Context: an optimization exercise on an open-source flow, tuned for small area, a short achievable clock period and few clock cycles per item. The choices shown serve that exercise and are no tape-out recipe. At most, simulation tests tie the RTL to the original design; equivalence was not proved.

== oak ==
## systolic_mm_top
module systolic_mm_top (
    input  logic                  clk,
    input  logic                  rst,
    input  logic                  in_valid,
    input  logic [8-1:0] in_data,
    output logic                  out_valid,
    output logic [8-1:0] out_data,
    output logic                  busy,
    output logic                  done
);
Settings: LEC_CHECK=0, ABC_AREA=1, CAP_MARGIN=20, CORE_MARGIN=2, CORE_UTILIZATION=75, CTS_CLUSTER_DIAMETER=80, CTS_CLUSTER_SIZE=30, SETUP_SLACK_MARGIN=3.5, SLEW_MARGIN=20, SYNTH_HIERARCHICAL=1; clock period 6.0 ns.
run.sh (not shown) runs the stock make flow with config.mk's settings and CLKGATE_MAP_FILE= SYNTH_SCRIPT=/design/flow/synth_recipe.tcl, a recipe that flattens the netlist after the stock synthesis.
oak was carried through to the last stage, and its layout satisfied the timing, design-rule and antenna checks.
Testbench counts of oak, summed over its fixed seeds: cycles 9,032, jobs 192.
Relative to oak, the following input files were edited for pine:
-- flow/config.mk --
<<< oak, line 8
export ABC_AREA = 1
>>> pine, line 8
<<< oak, line 11
export CORE_UTILIZATION = 75
>>> pine, line 10
export CORE_UTILIZATION = 65
### Flow results
- pine finished end to end and its layout was clean on timing, DRC and antenna.
- oak finished end to end and its layout was clean on timing, DRC and antenna.
- The layout cell share with drive strength beyond 1 number comes out higher for pine vs oak.
- pine vs. oak: reported max-cap violation count saw little to no change; net count after synthesis now smaller; total instance count after detailed placement now sits lower.
### pine -> birch
-- flow/config.mk --
<<< pine, line 10
export CORE_UTILIZATION = 65
>>> birch, line 10
export CORE_UTILIZATION = 75
==> comparison <==
Of the two values seen for cell with the largest stage delay on the worst path, fa_1 was produced by pine and edfxtp_1 by birch.
birch gives more effective utilization at floorplan than pine did.
Compared with pine, birch shows global routing usage on met2 higher by 6.4 points.
Comparing pine and birch, the lower smallest setup slack after layout was measured on birch.
Against pine as the reference, birch delivers a lower cell count.
Diff pine -> birch: worst hold slack was more or less identical, routed wire length went down by 0.54%, critical path depth in cells was more or less identical, wire length of the first global-routing pass went down by about 0.33%.
The inputs of maple differ from those of birch as listed below.
-- flow/config.mk --
<<< birch, line 10
export CORE_UTILIZATION = 75
>>> maple, line 10
export CORE_UTILIZATION = 55
==> comparison <==
- Taking maple over birch, the filler cell count in the final layout ratio works out to 1.9.
- Sort maple and birch by relative area change from synthesis to final layout, ascending, and birch comes first.
- Compare maple and birch | non-clock buffer count higher: birch
- The higher via count of the first global-routing pass came out of birch.
- Taking birch as the reference, in maple worst-case headroom to the max-slew limit up 1.0 points; utilization fell 20 points; fraction of area in registers fell by 0.74 points; first-pass GRT wire length +0.64%.
- Setup slack: maple better than birch
Setup changes, maple to cedar
-- flow/config.mk --
<<< maple, line 10
export CORE_UTILIZATION = 55
>>> cedar, line 10
export CORE_UTILIZATION = 65
<<< maple, line 13
export SETUP_SLACK_MARGIN = 3.5
>>> cedar, line 13
export SETUP_SLACK_MARGIN = 3.3
### Flow results
For cedar, the launching instance or port of the critical path was busy, unlike maple, where it was bq[8][3].
Delta (cedar minus maple): maximum clock frequency -about 7%, die area -15%, flip-flop and latch count ~0 delta.
In the final reports, the cell area of cedar is smaller than that of maple.
[compare] base=maple new=cedar: via count now larger; signed area change from the synthesized netlist to the final layout went down 2.5 points.


systolic_mm_top, a different RTL version from the one above (not shown whole).
Size in the first run: ~1200 cells after synthesis, ~420 flip-flops, ~0.018 mm2 of cells after synthesis.
==> flow/config.mk <==
export PLATFORM = sky130hd
export DESIGN_NAME = systolic_mm_top
export DESIGN_NICKNAME = systolic_mm_top
export VERILOG_FILES = /design/flow/design.v
export SDC_FILE = /design/flow/constraint.sdc
export NUM_CORES = 4
export LEC_CHECK = 0
export CAP_MARGIN = 20
export CORE_MARGIN = 2
export CORE_UTILIZATION = 65
export CTS_BUF_LIST = sky130_fd_sc_hd__clkbuf_4 sky130_fd_sc_hd__clkbuf_8
export SETUP_SLACK_MARGIN = 3.5
export SLEW_MARGIN = 20
==> flow/constraint.sdc <==
create_clock -name core_clock -period 6.0 [get_ports {clk}]
set_input_delay 1.2000 -clock core_clock [delete_from_list [all_inputs] [get_ports {clk}]]
set_output_delay 1.2000 -clock core_clock [all_outputs]
set_load 0.01 [all_outputs]
==> next run, changes <==
--- a/flow/config.mk
+++ b/flow/config.mk
@@ -10,3 +10,2 @@
-export CORE_UTILIZATION = 65
-export CTS_BUF_LIST = sky130_fd_sc_hd__clkbuf_4 sky130_fd_sc_hd__clkbuf_8
-export SETUP_SLACK_MARGIN = 3.5
+export CORE_UTILIZATION = 40
+export SETUP_SLACK_MARGIN = 3.0
- The changed run produced a clean layout
- maximum frequency drops by 11%
- synthesized area does not change
- worst setup slack gets worse by 0.31 ns
- wire length climbs by 2.5%
- cell area drops by 0.53%
- worst hold slack stays flat
==> next run, changes <==
--- a/flow/config.mk
+++ b/flow/config.mk
@@ -10,2 +10,4 @@
-export CORE_UTILIZATION = 40
-export SETUP_SLACK_MARGIN = 3.0
+export CORE_UTILIZATION = 65
+export CTS_CLUSTER_DIAMETER = 80
+export CTS_CLUSTER_SIZE = 30
+export SETUP_SLACK_MARGIN = 3.5
Synthesized area is unchanged.
Die area fell by 38%.
Final cell count decreases by about 12%.
Via count rises by about 0.8%.
Clock skew grows by 0.013 ns.
==> next run, changes <==
--- a/flow/config.mk
+++ b/flow/config.mk
@@ -10,3 +10 @@
-export CORE_UTILIZATION = 65
-export CTS_CLUSTER_DIAMETER = 80
-export CTS_CLUSTER_SIZE = 30
+export CORE_UTILIZATION = 40
Result: Cell area goes up by 5.3%; fmax goes up by 0.95%; clock-buffer cell count goes up by 31; wire length goes up by 6.6%; worst setup slack improved by 0.024 ns; worst hold slack got worse by 0.0085 ns; global-route usage goes down by 8.5 points; critical path depth goes down by 1.
No run of this note included a check of the RTL's function; only the layout flow was run.


Setup of run A:
systolic_mm_top, a different RTL version from the one above (not shown whole).
Size in the first run: ~1200 cells after synthesis, roughly 370 flip-flops.
clock: 6.0 ns
lec_check: 0
cap_margin: 20
core_margin: 2
core_utilization: 40
setup_slack_margin: 2.8
slew_margin: 20
Run A finished every step from synthesis to the final layout, and the layout passed the timing, design-rule and antenna checks.
--- input diff run A..run B ---
# run A
export LEC_CHECK = 0
export CAP_MARGIN = 20
export CORE_MARGIN = 2
export CORE_UTILIZATION = 40
export SETUP_SLACK_MARGIN = 2.8
export SLEW_MARGIN = 20
create_clock -name core_clock -period 6.0 [get_ports {clk}]
# run B
export LEC_CHECK = 0
export CAP_MARGIN = 20
export CORE_MARGIN = 2
export CORE_UTILIZATION = 40
export SETUP_SLACK_MARGIN = 3.4
export SLEW_MARGIN = 20
create_clock -name core_clock -period 6.0 [get_ports {clk}]
Results
Compared to run A, run B has number of setup buffers added after CTS 75 higher.
Compared run B vs run A, and post-route minimum period is down in run B.
Inputs modified between run B and run C:
# run B
export LEC_CHECK = 0
export CAP_MARGIN = 20
export CORE_MARGIN = 2
export CORE_UTILIZATION = 40
export SETUP_SLACK_MARGIN = 3.4
export SLEW_MARGIN = 20
create_clock -name core_clock -period 6.0 [get_ports {clk}]
# run C
export LEC_CHECK = 0
export CAP_MARGIN = 20
export CORE_MARGIN = 2
export CORE_UTILIZATION = 40
export SLEW_MARGIN = 20
create_clock -name core_clock -period 6.0 [get_ports {clk}]
Findings:
Going from run B to run C, proportion of cell area occupied by registers picked up an extra 2.8 points, multi-input logic area moved down, final instance count without filler cells saw a decrease. In the tables for run C and run B, cell area after layout reads higher with run B.
No functional check of the RTL was part of any run of this note.

-- separate check: timing with driven ports --
In the flow no input, the clock included, has a driving cell. The finished layouts below were timed again as built, in two steps. Step 1: set_driving_cell puts a clkbuf_16 on clk and a buf_2 on each other input, an assumption about the parent block. Step 2 also shifts input and output timing later by t, the mid clock arrival at the registers, as if the neighbouring blocks saw the same clock. Slacks: ideal ports / drivers / drivers and shift; pairs: ideal ports / drivers.
run | shift t [ns] | setup WS [ns] | hold slack, ns | worst register clock-pin slew, ns
oak | 0.569 | 3.488 / 3.488 / 3.434 | 0.336 / 0.336 / 0.336 | 0.11 / 0.11
pine | 0.566 | 3.521 / 3.521 / 3.323 | 0.338 / 0.338 / 0.338 | 0.11 / 0.11
birch | 0.565 | 3.486 / 3.486 / 3.323 | 0.336 / 0.336 / 0.336 | 0.11 / 0.11
maple | 0.575 | 3.551 / 3.551 / 3.332 | 0.334 / 0.334 / 0.334 | 0.11 / 0.11
cedar | 0.558 | 3.365 / 3.316 / 3.303 | 0.336 / 0.336 / 0.336 | 0.11 / 0.11
the first run of note 2 | 0.625 | 3.497 / 3.497 / 3.294 | 0.323 / 0.323 / 0.323 | 0.07 / 0.07
the second run of note 2 | 0.595 | 3.186 / 3.186 / 3.186 | 0.325 / 0.325 / 0.325 | 0.06 / 0.06
the third run of note 2 | 0.574 | 3.448 / 3.448 / 3.299 | 0.334 / 0.334 / 0.334 | 0.11 / 0.11
the fourth run of note 2 | 0.597 | 3.472 / 3.472 / 3.299 | 0.325 / 0.325 / 0.325 | 0.07 / 0.07
run A | 0.593 | 2.901 / 2.901 / 2.901 | 0.350 / 0.350 / 0.350 | 0.07 / 0.07
run B | 0.579 | 2.992 / 2.992 / 2.992 | 0.346 / 0.346 / 0.346 | 0.06 / 0.06
run C | 0.589 | 2.666 / 2.666 / 2.666 | 0.350 / 0.350 / 0.350 | 0.06 / 0.06
After both steps every run listed still meets setup and hold. The setup slack of maple, which loses most, moves by 0.000 ns with the drivers and by -0.219 ns with both steps.
